This design comes from an exercise in tuning for a short achievable clock period and few clock cycles per item on the open sky130 flow, not from production work. Where RTL was checked, it was by simulation tests only, not by an equivalence proof against the original. No driver is modelled on the clock port, so clocking that relies on it looks cheaper here than on a real chip. Power figures rest on the tool's default switching activity, not on a simulated workload.

Design data_cache, start of the top module:
module data_cache (
   input  logic        clk,
   input  logic        reset,
   input  logic        MemWrite,
   input  logic        MemRead,
   input  logic [31:0] addr,
   input  logic [31:0] wdata,
   output logic [31:0] rdata,
   output logic        memstall,
   output logic        mem_req,
   output logic        mem_we,
   output logic [31:0] mem_addr,
   output logic [31:0] mem_wdata,
   input  logic [31:0] mem_rdata,
   input  logic        mem_ack
);
==> module data_cache, before the edit <==
module data_cache (
   input  logic        clk,
   input  logic        reset,
   input  logic        MemWrite,
   input  logic        MemRead,
   input  logic [31:0] addr,
   input  logic [31:0] wdata,
   output logic [31:0] rdata,
   output logic        memstall,
   output logic        mem_req,
   output logic        mem_we,
   output logic [31:0] mem_addr,
   output logic [31:0] mem_wdata,
   input  logic [31:0] mem_rdata,
   input  logic        mem_ack
);
   logic        s_idle_q, s_ref_q, s_wr_q, s_ret_q;
   logic        ackret_q;   
   logic        mem_req_q;
   logic [1:0]  x_q;        
   logic        sh_q;       
   logic [31:0] rdata_q;
   logic [15:0] valid_q;
   logic [23:0] tag_mem  [16];
   logic [31:0] data_mem [16][4];
   logic [3:0]  idx;
   logic [1:0]  off;
   logic [23:0] tag;
   logic        hit;
   logic [15:0] idx_oh;     
   logic [3:0]  off_oh;     
   logic [31:0] rd_word;
   logic        wr_go;
   logic [1:0]  woff;
   logic [3:0]  woff_oh;
   logic [31:0] wr_val;
   logic [1:0]  unused_addr_lsbs;
   assign idx = addr[7:4];
   assign off = addr[3:2];
   assign tag = addr[31:8];
   dc_dec4 u_idx_dec (.a(idx), .y(idx_oh));
   dc_dec2 u_off_dec (.a(off), .y(off_oh));
   logic [15:0] tag_ne;     
   logic [15:0] line_nsel;  
   logic [15:0] line_hit;   
   logic [7:0]  hit_l1;
   logic [3:0]  hit_l2;
   logic [1:0]  hit_l3;
   for (genvar i = 0; i < 16; i++) begin : g_eq
      dc_ne24 u_ne (.a(tag_mem[i]), .b(tag), .ne(tag_ne[i]));
      dc_nand2 u_nsel (.a(idx_oh[i]), .b(valid_q[i]), .y(line_nsel[i]));
      dc_nor2 u_hit (.a(tag_ne[i]), .b(line_nsel[i]), .y(line_hit[i]));
   end
   for (genvar k = 0; k < 8; k++) begin : g_hit1
      dc_nor2 u (.a(line_hit[2*k]), .b(line_hit[2*k+1]), .y(hit_l1[k]));
   end
   for (genvar k = 0; k < 4; k++) begin : g_hit2
      dc_nand2 u (.a(hit_l1[2*k]), .b(hit_l1[2*k+1]), .y(hit_l2[k]));
   end
   for (genvar k = 0; k < 2; k++) begin : g_hit3
      dc_nor2 u (.a(hit_l2[2*k]), .b(hit_l2[2*k+1]), .y(hit_l3[k]));
   end
   dc_nand2 u_hit (.a(hit_l3[0]), .b(hit_l3[1]), .y(hit));
   for (genvar b = 0; b < 32; b++) begin : g_rd
      logic [15:0] lw;
      logic [15:0] p0, p1;
      logic [7:0]  q;
      logic [1:0]  r;
      for (genvar i = 0; i < 16; i++) begin : g_line
         dc_a22oi u_p0 (.a1(off_oh[0]), .a2(data_mem[i][0][b]), .b1(off_oh[1]), .b2(data_mem[i][1][b]), .y(p0[i]));
         dc_a22oi u_p1 (.a1(off_oh[2]), .a2(data_mem[i][2][b]), .b1(off_oh[3]), .b2(data_mem[i][3][b]), .y(p1[i]));
         dc_nand2 u_lw (.a(p0[i]), .b(p1[i]), .y(lw[i]));
      end
      for (genvar m = 0; m < 8; m++) begin : g_q
         dc_a22oi u_q (.a1(idx_oh[2*m]), .a2(lw[2*m]), .b1(idx_oh[2*m+1]), .b2(lw[2*m+1]), .y(q[m]));
      end
      dc_nand4 u_r0 (.a(q[0]), .b(q[1]), .c(q[2]), .d(q[3]), .y(r[0]));
      dc_nand4 u_r1 (.a(q[4]), .b(q[5]), .c(q[6]), .d(q[7]), .y(r[1]));
      dc_or2 u_rd (.a(r[0]), .b(r[1]), .y(rd_word[b]));
   end
   assign rdata     = rdata_q;
   assign memstall  = !(s_ret_q || (ackret_q && mem_ack));
   assign mem_req   = mem_req_q || (MemWrite && reset);
   assign mem_we    = MemWrite;
   logic [1:0] req_off;
   dc_xor2 u_req_off0 (.a(off[0]), .b(x_q[0]), .y(req_off[0]));
   dc_xor2 u_req_off1 (.a(off[1]), .b(x_q[1]), .y(req_off[1]));
   assign mem_addr  = {addr[31:4], req_off, 2'b00};
   assign mem_wdata = wdata;
   always_ff @(posedge clk or negedge reset) begin
      if (!reset) begin
         s_idle_q  <= 1'b1;
         s_ref_q   <= 1'b0;
         s_wr_q    <= 1'b0;
         s_ret_q   <= 1'b0;
         ackret_q  <= 1'b0;
         mem_req_q <= 1'b0;
         x_q       <= 2'd0;
         valid_q   <= '0;
      end else begin
         if (s_idle_q) begin
            if (MemWrite) begin
               s_idle_q  <= 1'b0;
               s_wr_q    <= 1'b1;
               ackret_q  <= 1'b1;
               mem_req_q <= 1'b1;
            end else if (MemRead) begin
               s_idle_q <= 1'b0;
               if (hit) begin
                  s_ret_q <= 1'b1;
               end else begin
                  s_ref_q   <= 1'b1;
                  mem_req_q <= 1'b1;
               end
            end
         end
         if (s_ref_q && x_q == 2'd0) valid_q[idx] <= 1'b0;
         if (s_ref_q && mem_ack) begin
            x_q      <= {x_q[0], ~x_q[1]};
            ackret_q <= (x_q == 2'd3);
            if (x_q == 2'd2) begin
               s_ref_q      <= 1'b0;
               s_idle_q     <= 1'b1;
               mem_req_q    <= 1'b0;
               valid_q[idx] <= 1'b1;
            end
         end
         if (s_wr_q && mem_ack) begin
            s_wr_q    <= 1'b0;
            s_idle_q  <= 1'b1;
            ackret_q  <= 1'b0;
            mem_req_q <= 1'b0;
         end
         if (s_ret_q) begin
            s_ret_q  <= 1'b0;
            s_idle_q <= 1'b1;
         end
      end
   end
   assign wr_go  = (s_ref_q && mem_ack) || sh_q;
   assign wr_val = s_wr_q ? wdata : mem_rdata;
   assign woff   = off ^ x_q;
   dc_dec2 u_woff_dec (.a(woff), .y(woff_oh));
   always_ff @(posedge clk) begin
      rdata_q <= rd_word;
      sh_q <= 1'b0;
      if (s_idle_q) sh_q <= MemWrite && hit;
      if (s_ref_q && x_q == 2'd0) tag_mem[idx] <= tag;
      for (int i = 0; i < 16; i++) begin
         for (int w = 0; w < 4; w++) begin
            if (wr_go && idx_oh[i] && woff_oh[w]) data_mem[i][w] <= wr_val;
         end
      end
   end
endmodule
==> module dc_xor2, before the edit <==
module dc_xor2 (input logic a, input logic b, output logic y);
   assign y = a ^ b;
endmodule
clock: 6.5 ns
lec_check: 0
abc_clock_period_in_ps: 1500
cap_margin: 20
core_margin: 2
core_utilization: 70
setup_slack_margin: 3.5
slew_margin: 20
synth_hierarchical: 1
standard.sh (not shown) runs the stock make flow with config.mk's settings and CLKGATE_MAP_FILE= SYNTH_SCRIPT=/design/flow/synth_recipe.tcl, a recipe that flattens the netlist after the stock synthesis.
==> flow/flow/run.sh <==
#!/bin/bash
# Standard layout with two changes; synthesis is the standard one, unchanged.
#  - The delay cells are kept out of port buffering, placement, timing repair and
#    routing (the resizer otherwise picks them as port and fanout buffers).
#  - After the standard timing repair of the CTS and global-route steps, more repair
#    passes aim at tighter setup margins (post_cts.tcl, post_grt.tcl).
set -euo pipefail
bash standard.sh synth > synth.log 2>&1
flow=$(pwd)/flow
for step in FLOORPLAN GLOBAL_PLACE RESIZE DETAIL_PLACE DETAIL_ROUTE REPAIR_TIMING_POST_PLACE CTS GLOBAL_ROUTE; do
  export PRE_${step}_TCL=$flow/dont_use_dly.tcl
done
export POST_CTS_TCL=$flow/post_cts.tcl
export POST_GLOBAL_ROUTE_TCL=$flow/post_grt.tcl
bash standard.sh finish > layout.log 2>&1
==> flow/flow/dont_use_dly.tcl <==
# Keep the delay cells out of every buffering and sizing step.
set_dont_use [get_lib_cells {*/sky130_fd_sc_hd__dly* */sky130_fd_sc_hd__clkdlybuf*}]
puts "dont_use_dly: [llength [get_lib_cells {*/sky130_fd_sc_hd__dly* */sky130_fd_sc_hd__clkdlybuf*}]] delay cells set dont_use"
==> flow/flow/post_cts.tcl <==
# Extra setup repair after CTS, at stepwise tighter margins.
source [file join [file dirname [info script]] dont_use_dly.tcl]
estimate_parasitics -placement
foreach margin {3.2 3.4 3.55} {
  repair_timing -setup -setup_margin $margin -repair_tns 100 -verbose
}
detailed_placement
check_placement -verbose
estimate_parasitics -placement
report_worst_slack -max
==> flow/flow/post_grt.tcl <==
# Extra setup repair on global-route parasitics, at stepwise tighter margins.
source [file join [file dirname [info script]] dont_use_dly.tcl]
estimate_parasitics -global_routing
foreach margin {3.2 3.4 3.55} {
  repair_timing -setup -setup_margin $margin -repair_tns 100 -verbose
}
global_route -start_incremental
detailed_placement
global_route -end_incremental
estimate_parasitics -global_routing
report_worst_slack -max
write_guides $::env(RESULTS_DIR)/route.guide
Testbench counts at the start, summed over its fixed seeds: cycles 119,935, accesses 20,000.
Rerun with:
--- a/flow/design.v
+++ b/flow/design.v
@@ -17,25 +17,24 @@
    logic        s_idle_q, s_ref_q, s_wr_q, s_ret_q;
    logic        ackret_q;   
    logic        mem_req_q;
    logic [1:0]  x_q;        
    logic        sh_q;       
    logic [31:0] rdata_q;
+   logic [63:0] wsel_q;     
    logic [15:0] valid_q;
    logic [23:0] tag_mem  [16];
    logic [31:0] data_mem [16][4];
    logic [3:0]  idx;
    logic [1:0]  off;
    logic [23:0] tag;
    logic        hit;
    logic [15:0] idx_oh;     
    logic [3:0]  off_oh;     
    logic [31:0] rd_word;
    logic        wr_go;
-   logic [1:0]  woff;
-   logic [3:0]  woff_oh;
    logic [31:0] wr_val;
    logic [1:0]  unused_addr_lsbs;
    assign idx = addr[7:4];
    assign off = addr[3:2];
    assign tag = addr[31:8];
    dc_dec4 u_idx_dec (.a(idx), .y(idx_oh));
@@ -79,16 +78,13 @@
       dc_or2 u_rd (.a(r[0]), .b(r[1]), .y(rd_word[b]));
    end
    assign rdata     = rdata_q;
    assign memstall  = !(s_ret_q || (ackret_q && mem_ack));
    assign mem_req   = mem_req_q || (MemWrite && reset);
    assign mem_we    = MemWrite;
-   logic [1:0] req_off;
-   dc_xor2 u_req_off0 (.a(off[0]), .b(x_q[0]), .y(req_off[0]));
-   dc_xor2 u_req_off1 (.a(off[1]), .b(x_q[1]), .y(req_off[1]));
-   assign mem_addr  = {addr[31:4], req_off, 2'b00};
+   assign mem_addr  = {addr[31:4], off ^ x_q, 2'b00};
    assign mem_wdata = wdata;
    always_ff @(posedge clk or negedge reset) begin
       if (!reset) begin
          s_idle_q  <= 1'b1;
          s_ref_q   <= 1'b0;
          s_wr_q    <= 1'b0;
@@ -135,23 +131,31 @@
             s_ret_q  <= 1'b0;
             s_idle_q <= 1'b1;
          end
       end
    end
    assign wr_go  = (s_ref_q && mem_ack) || sh_q;
-   assign wr_val = s_wr_q ? wdata : mem_rdata;
-   assign woff   = off ^ x_q;
-   dc_dec2 u_woff_dec (.a(woff), .y(woff_oh));
+   assign wr_val = MemWrite ? wdata : mem_rdata;
    always_ff @(posedge clk) begin
       rdata_q <= rd_word;
       sh_q <= 1'b0;
-      if (s_idle_q) sh_q <= MemWrite && hit;
+      if (s_idle_q) begin
+         for (int i = 0; i < 16; i++) wsel_q[4*i +: 4] <= idx_oh[i] ? off_oh : 4'd0;
+         sh_q    <= MemWrite && hit;
+      end
       if (s_ref_q && x_q == 2'd0) tag_mem[idx] <= tag;
+      if (s_ref_q && mem_ack) begin
+         for (int l = 0; l < 16; l++) begin
+            for (int w = 0; w < 4; w++) begin
+               wsel_q[4*l + w] <= wsel_q[4*l + (w ^ {1'b0, ~x_q[1] ^ x_q[0]} ^ {x_q[0] ^ x_q[1], 1'b0})];
+            end
+         end
+      end
       for (int i = 0; i < 16; i++) begin
          for (int w = 0; w < 4; w++) begin
-            if (wr_go && idx_oh[i] && woff_oh[w]) data_mem[i][w] <= wr_val;
+            if (wr_go && wsel_q[4*i + w]) data_mem[i][w] <= wr_val;
          end
       end
    end
 endmodule
 module dc_dec2 (
    input  logic [1:0] a,
@@ -189,15 +193,12 @@
    end
    dc_nand4 u_ne (.a(h[0]), .b(h[1]), .c(h[2]), .d(h[3]), .y(ne));
 endmodule
 module dc_xnor2 (input logic a, input logic b, output logic y);
    assign y = ~(a ^ b);
 endmodule
-module dc_xor2 (input logic a, input logic b, output logic y);
-   assign y = a ^ b;
-endmodule
 module dc_nand2 (input logic a, input logic b, output logic y);
    assign y = ~(a & b);
 endmodule
 module dc_nand3 (input logic a, input logic b, input logic c, output logic y);
    assign y = ~(a & b & c);
 endmodule
Outcome: Total power is higher by 21%. Routed wire length went up by 5.2%. Area after synthesis increases by 3.2%. Die area went up by 3.1%. Worst setup slack improved by 0.0039 ns. Worst hold slack degrades by 0.20 ns.
Only the layout flow was run in the second run of this note; the RTL was not checked for function there.

## what the ideal ports hide
How much do the figures lean on ideal ports? The routed layouts below were timed once more, with nothing changed but the port constraints. Step 1 sets driving cells, clkbuf_16 on the clock port and buf_2 on the other inputs (assumed; they add their load-dependent delay and slew). Step 2 times the ports against the registers' clock, not the clock port: input delays grow and output delays shrink by t, the midpoint of the rising clock arrivals with the driver on. Slacks: no drivers / after step 1 / after step 2; pairs: no drivers / after step 1.
run | t, ns | slack for setup (ns) | hold slack, ns | worst register clock-pin slew, ns
the first run | 0.934 | 3.332 / 3.277 / 2.342 | 0.425 / 0.427 / 0.510 | 0.07 / 0.07
the second run | 0.935 | 3.336 / 3.336 / 2.505 | 0.224 / 0.178 / 0.508 | 0.07 / 0.07
After both steps every run listed still meets setup and hold. The setup slack of the first run, which loses most, moves by -0.055 ns with the drivers and by -0.990 ns with both steps.
